Background: an optimization exercise with open tools, aiming at small area, a short achievable clock period and few clock cycles. Do not read the settings as production practice.
At most, simulation tests tie the RTL to the original design; equivalence was not proved.
No activity file was given, so power comes from the tool's default toggle rates.

Design ll_ptr_mgr, start of the top module:
module ll_ptr_mgr #(
    parameter int DATA_DEPTH = ll_pkg::DEF_DATA_DEPTH,
    parameter int DATA_WD    = ll_pkg::DEF_DATA_WD,
    parameter int NUM_LISTS  = ll_pkg::DEF_NUM_LISTS,
    localparam int PTR_WD    = $clog2(DATA_DEPTH),
    localparam int CNT_WD    = PTR_WD + 1,
    localparam int LID_WD    = (NUM_LISTS > 1) ? $clog2(NUM_LISTS) : 1
) (
    input  logic                        clk,
    input  logic                        reset_n,
    input  logic                        req_vld,
    output logic                        req_rdy,
    input  logic [2:0]                  req_op,
    input  logic [LID_WD-1:0]           req_list,
    input  logic [CNT_WD-1:0]           req_pos,
    input  logic [DATA_WD-1:0]          req_data,
    output logic                        resp_vld,
    input  logic                        resp_rdy,
    output logic [DATA_WD-1:0]          resp_data,
    output logic [1:0]                  resp_status,
    output logic [NUM_LISTS-1:0]        ll_empty,
    output logic [NUM_LISTS*CNT_WD-1:0] ll_size,
    output logic [CNT_WD-1:0]           free_cnt
);
    logic [DATA_DEPTH-1:0] vld_q;
    logic [LID_WD-1:0]     lid_q   [DATA_DEPTH];
    logic [PTR_WD-1:0]     rank_q  [DATA_DEPTH];
    logic [DATA_WD-1:0]    data_mem[DATA_DEPTH];
    logic [CNT_WD-1:0]     size_q  [NUM_LISTS];
    logic                  acc, free_zero, is_push, is_ins, is_del, is_rd, is_clr;
    logic                  alloc_ok, del_ok, clr_ok, keep;
    logic [1:0]            chk_stat;
    logic [NUM_LISTS-1:0]  lsel;
    logic [CNT_WD-1:0]     in_size;
    logic [PTR_WD-1:0]     new_rank;
    logic [DATA_WD-1:0]    rd_data;
    logic [DATA_DEPTH-1:0] lm, eq, gt, ge, ff;
    assign req_rdy   = !resp_vld || resp_rdy;
    assign acc       = req_vld && req_rdy;
    assign free_zero = (free_cnt == '0);
    assign is_push   = (req_op == OP_PUSH_TAIL);
    assign is_ins    = (req_op == OP_INSERT_AT);
    assign is_del    = (req_op == OP_DELETE_AT);
    assign is_rd     = (req_op == OP_READ_AT);
    assign is_clr    = (req_op == OP_CLEAR);
  ...
For scale: roughly 680 flip-flops, roughly 110 I/O pins.
clock: 6.0 ns
lec_check: 0
cap_margin: 20
core_margin: 2
core_utilization: 40
setup_slack_margin: 3.0
slew_margin: 20
run.sh (not shown) runs the stock make flow with config.mk's settings and CLKGATE_MAP_FILE= SYNTH_SCRIPT=/design/flow/synth_recipe.tcl, a recipe that flattens the netlist after the stock synthesis.
The starting point finished with timing, DRC and antenna clean.
==> next run, changes <==
Settings changed: SETUP_SLACK_MARGIN 3.0 to 3.3.
Utilization went up by 3.4 points; wire length climbs by 0.99%; clock skew falls by 0.026 ns.
No functional check of the RTL was part of any run of this note.

========
ll_ptr_mgr, a different RTL version from the one above (not shown whole).
For scale: roughly 2000 cells after synthesis, about 670 flip-flops, about 110 I/O pins.
clock: 6.0 ns
lec_check: 0
cap_margin: 20
core_margin: 2
core_utilization: 40
setup_slack_margin: 3
slew_margin: 20
The first run finished clean.
Next try:
--- a/flow/config.mk
+++ b/flow/config.mk
@@ -11 +10,0 @@
-export SETUP_SLACK_MARGIN = 3
Final cell count fell by 7.2%.
Non-clock buffer count came out lower by 238.
Area after synthesis is unchanged.
Global-route usage fell by 2.7 points.
Hold slack loses 0.026 ns.
Total power goes down by 6.1%.
Cell area went down by 13%.
No run of this note included a check of the RTL's function; only the layout flow was run.

========
job 9376:
ll_ptr_mgr, a different RTL version from the one above (not shown whole).
Size in the first run: ~2100 cells after synthesis, ~680 flip-flops, ~31000 sq um of cells after synthesis.
==> flow/config.mk <==
export PLATFORM = sky130hd
export DESIGN_NAME = ll_ptr_mgr
export DESIGN_NICKNAME = ll_ptr_mgr
export VERILOG_FILES = /design/flow/design.v
export SDC_FILE = /design/flow/constraint.sdc
export NUM_CORES = 4
export LEC_CHECK = 0
export CAP_MARGIN = 20
export CORE_MARGIN = 2
export CORE_UTILIZATION = 40
export SETUP_SLACK_MARGIN = 2.5
export SLEW_MARGIN = 20
==> flow/constraint.sdc <==
create_clock -name core_clock -period 6.0 [get_ports {clk}]
set_input_delay 1.2000 -clock core_clock [delete_from_list [all_inputs] [get_ports {clk}]]
set_output_delay 1.2000 -clock core_clock [all_outputs]
set_load 0.01 [all_outputs]
Testbench counts of job 9376, summed over its fixed seeds: cycles 4,808.
The following lists how job 2982 was set up differently from job 9376:
- swapping 2.5 for 3.2 in SETUP_SLACK_MARGIN
Job 2982 | status: complete | timing, DRC, antenna: pass
Diff job 2982..job 9376 | placed cell count | negligible
On max capacitance violation total, job 9376 and job 2982 are neck and neck.
The kind of critical path comes out register to output pin in one run and input pin to output pin in the other, namely in job 2982 and job 9376 respectively.
Area added between synthesis and finish: lower on job 9376
For the total power, job 2982 came in 0.89 mW higher than job 9376 did.
Compared with job 9376, the detailed router inserted more vias in job 2982.
On setup slack after layout, job 2982 does better than job 9376.

========
Starting RTL as in the previous note.
Settings: LEC_CHECK=0, CAP_MARGIN=20, CORE_MARGIN=2, CORE_UTILIZATION=40, SETUP_SLACK_MARGIN=2.8, SLEW_MARGIN=20; clock period 6.0 ns.
Testbench counts at the start, summed over its fixed seeds: cycles 4,808.
Next try:
- CORE_UTILIZATION: 40 -> 50
- SETUP_SLACK_MARGIN: 2.8 -> 3.0
- TNS_END_PERCENT: unset -> 100
The changed run passed the timing, DRC and antenna checks; combinational power came out higher by a few percent; synthesized cell count does not change; setup slack gets better by 0.082 ns.
Next try:
- CORE_UTILIZATION: 50 -> 40
- TNS_END_PERCENT: 100 -> unset
- sequential power stays flat
- via count goes up by about 0.36%
- design area goes up by about 1.4%
- count of clock-buffer cells in the layout goes down by 2
- cell count goes up by about 8%
- wire length goes up by 3.8%

========
willow:
ll_ptr_mgr, a different RTL version from the one above (not shown whole).
Size: about 2,200 cells after synthesis.
==> flow/config.mk <==
export PLATFORM = sky130hd
export DESIGN_NAME = ll_ptr_mgr
export DESIGN_NICKNAME = ll_ptr_mgr
export VERILOG_FILES = /design/flow/design.v
export SDC_FILE = /design/flow/constraint.sdc
export NUM_CORES = 4
export LEC_CHECK = 0
export CAP_MARGIN = 20
export CORE_MARGIN = 2
export CORE_UTILIZATION = 60
export CTS_BUF_LIST = sky130_fd_sc_hd__clkbuf_8
export CTS_CLUSTER_SIZE = 30
export SETUP_SLACK_MARGIN = 3.0
export SLEW_MARGIN = 20
==> flow/constraint.sdc <==
create_clock -name core_clock -period 6.0 [get_ports {clk}]
set_input_delay 1.2000 -clock core_clock [delete_from_list [all_inputs] [get_ports {clk}]]
set_output_delay 1.2000 -clock core_clock [all_outputs]
set_load 0.01 [all_outputs]
willow completed end to end with timing, DRC and antenna clean.
Testbench counts of willow, summed over its fixed seeds: cycles 4,808.
Setup changes, willow to indigo
Settings: CORE_UTILIZATION now 40, was 60; CTS_CLUSTER_SIZE no longer set, was 30; CTS_BUF_LIST no longer set, was sky130_fd_sc_hd__clkbuf_8; SETUP_SLACK_MARGIN now 2.5, was 3.0.
Diff willow -> indigo: leakage component of the power went down by 1.8 nW, number of cells on the worst reg-to-reg path was more or less identical, signal arrival time at the worst endpoint rose 300 ps.
Part of the cycle the worst path needs in indigo is 7.7 points above willow.
Against willow, indigo reports a count of buffer and inverter cells on the critical path that is lower.

========
== lane 3 ==
Another version of the RTL of ll_ptr_mgr (not shown whole).
Size in the first run: about 2,200 cells after synthesis, about 690 flip-flops, ~110 I/O pins, ~31,000 um^2 of cells after synthesis.
Settings: LEC_CHECK=0, CAP_MARGIN=20, CORE_MARGIN=2, CORE_UTILIZATION=40, SETUP_SLACK_MARGIN=3.0, SLEW_MARGIN=20; clock period 6.0 ns.
Here is what was changed in the inputs of lane 5 compared with lane 3.
diff --git a/flow/config.mk b/flow/config.mk
--- a/flow/config.mk
+++ b/flow/config.mk
@@ -9,4 +9,4 @@
 export CORE_MARGIN = 2
 export CORE_UTILIZATION = 40
-export SETUP_SLACK_MARGIN = 3.0
+export SETUP_SLACK_MARGIN = 3.2
 export SLEW_MARGIN = 20
## What came out
Looking at routed wire length, lane 5 sits 0.86% above lane 3.
Compared with lane 3, in lane 5 ratio of final minimum period to clock period moved down, synthesized area level, number of nets in the layout moved up.
Lane 5 reports its worst setup path endpoint as resp_data[1] while lane 3 reports resp_data[31].
No functional check of the RTL was part of any run of this note.

re-timing with driven ports:
In the flow no input, the clock included, has a driving cell. The finished layouts below were timed again as built, in two steps. Step 1 sets driving cells, clkbuf_16 on the clock port and buf_2 on the other inputs (assumed; they add their load-dependent delay and slew). Step 2 times the ports against the registers' clock, not the clock port: input delays grow and output delays shrink by t, the midpoint of the rising clock arrivals with the driver on. Slacks: ideal / step 1 / step 2; pairs: ideal / step 1.
| run | t (ns) | slack for setup (ns) | slew at the worst register clock pin (ns) |
|---|---|---|---|
| the first run of note 1 | 0.669 | 2.525 / 2.526 / 1.857 | 0.07 / 0.07 |
| the second run of note 1 | 0.687 | 2.492 / 2.508 / 1.821 | 0.07 / 0.07 |
| the first run of note 2 | 0.676 | 2.302 / 2.240 / 1.758 | 0.06 / 0.06 |
| the second run of note 2 | 0.661 | 1.115 / 1.133 / 0.472 | 0.07 / 0.07 |
| job 9376 | 0.676 | 2.551 / 2.521 / 1.943 | 0.07 / 0.07 |
| job 2982 | 0.692 | 2.893 / 2.826 / 2.329 | 0.07 / 0.07 |
| the first run of note 4 | 0.668 | 2.860 / 2.796 / 2.230 | 0.07 / 0.07 |
| the second run of note 4 | 0.673 | 2.942 / 2.882 / 2.253 | 0.06 / 0.06 |
| the third run of note 4 | 0.677 | 2.975 / 2.913 / 2.299 | 0.07 / 0.07 |
| willow | 0.771 | 2.877 / 2.904 / 2.133 | 0.08 / 0.08 |
| indigo | 0.671 | 2.416 / 2.406 / 1.735 | 0.06 / 0.06 |
| lane 3 | 0.680 | 2.738 / 2.745 / 2.064 | 0.07 / 0.07 |
| lane 5 | 0.696 | 2.859 / 2.856 / 2.161 | 0.07 / 0.07 |
After both steps setup and hold are still met in every run listed. For willow, which loses most, drivers alone change the setup slack by +0.027 ns; drivers and shift together by -0.744 ns.
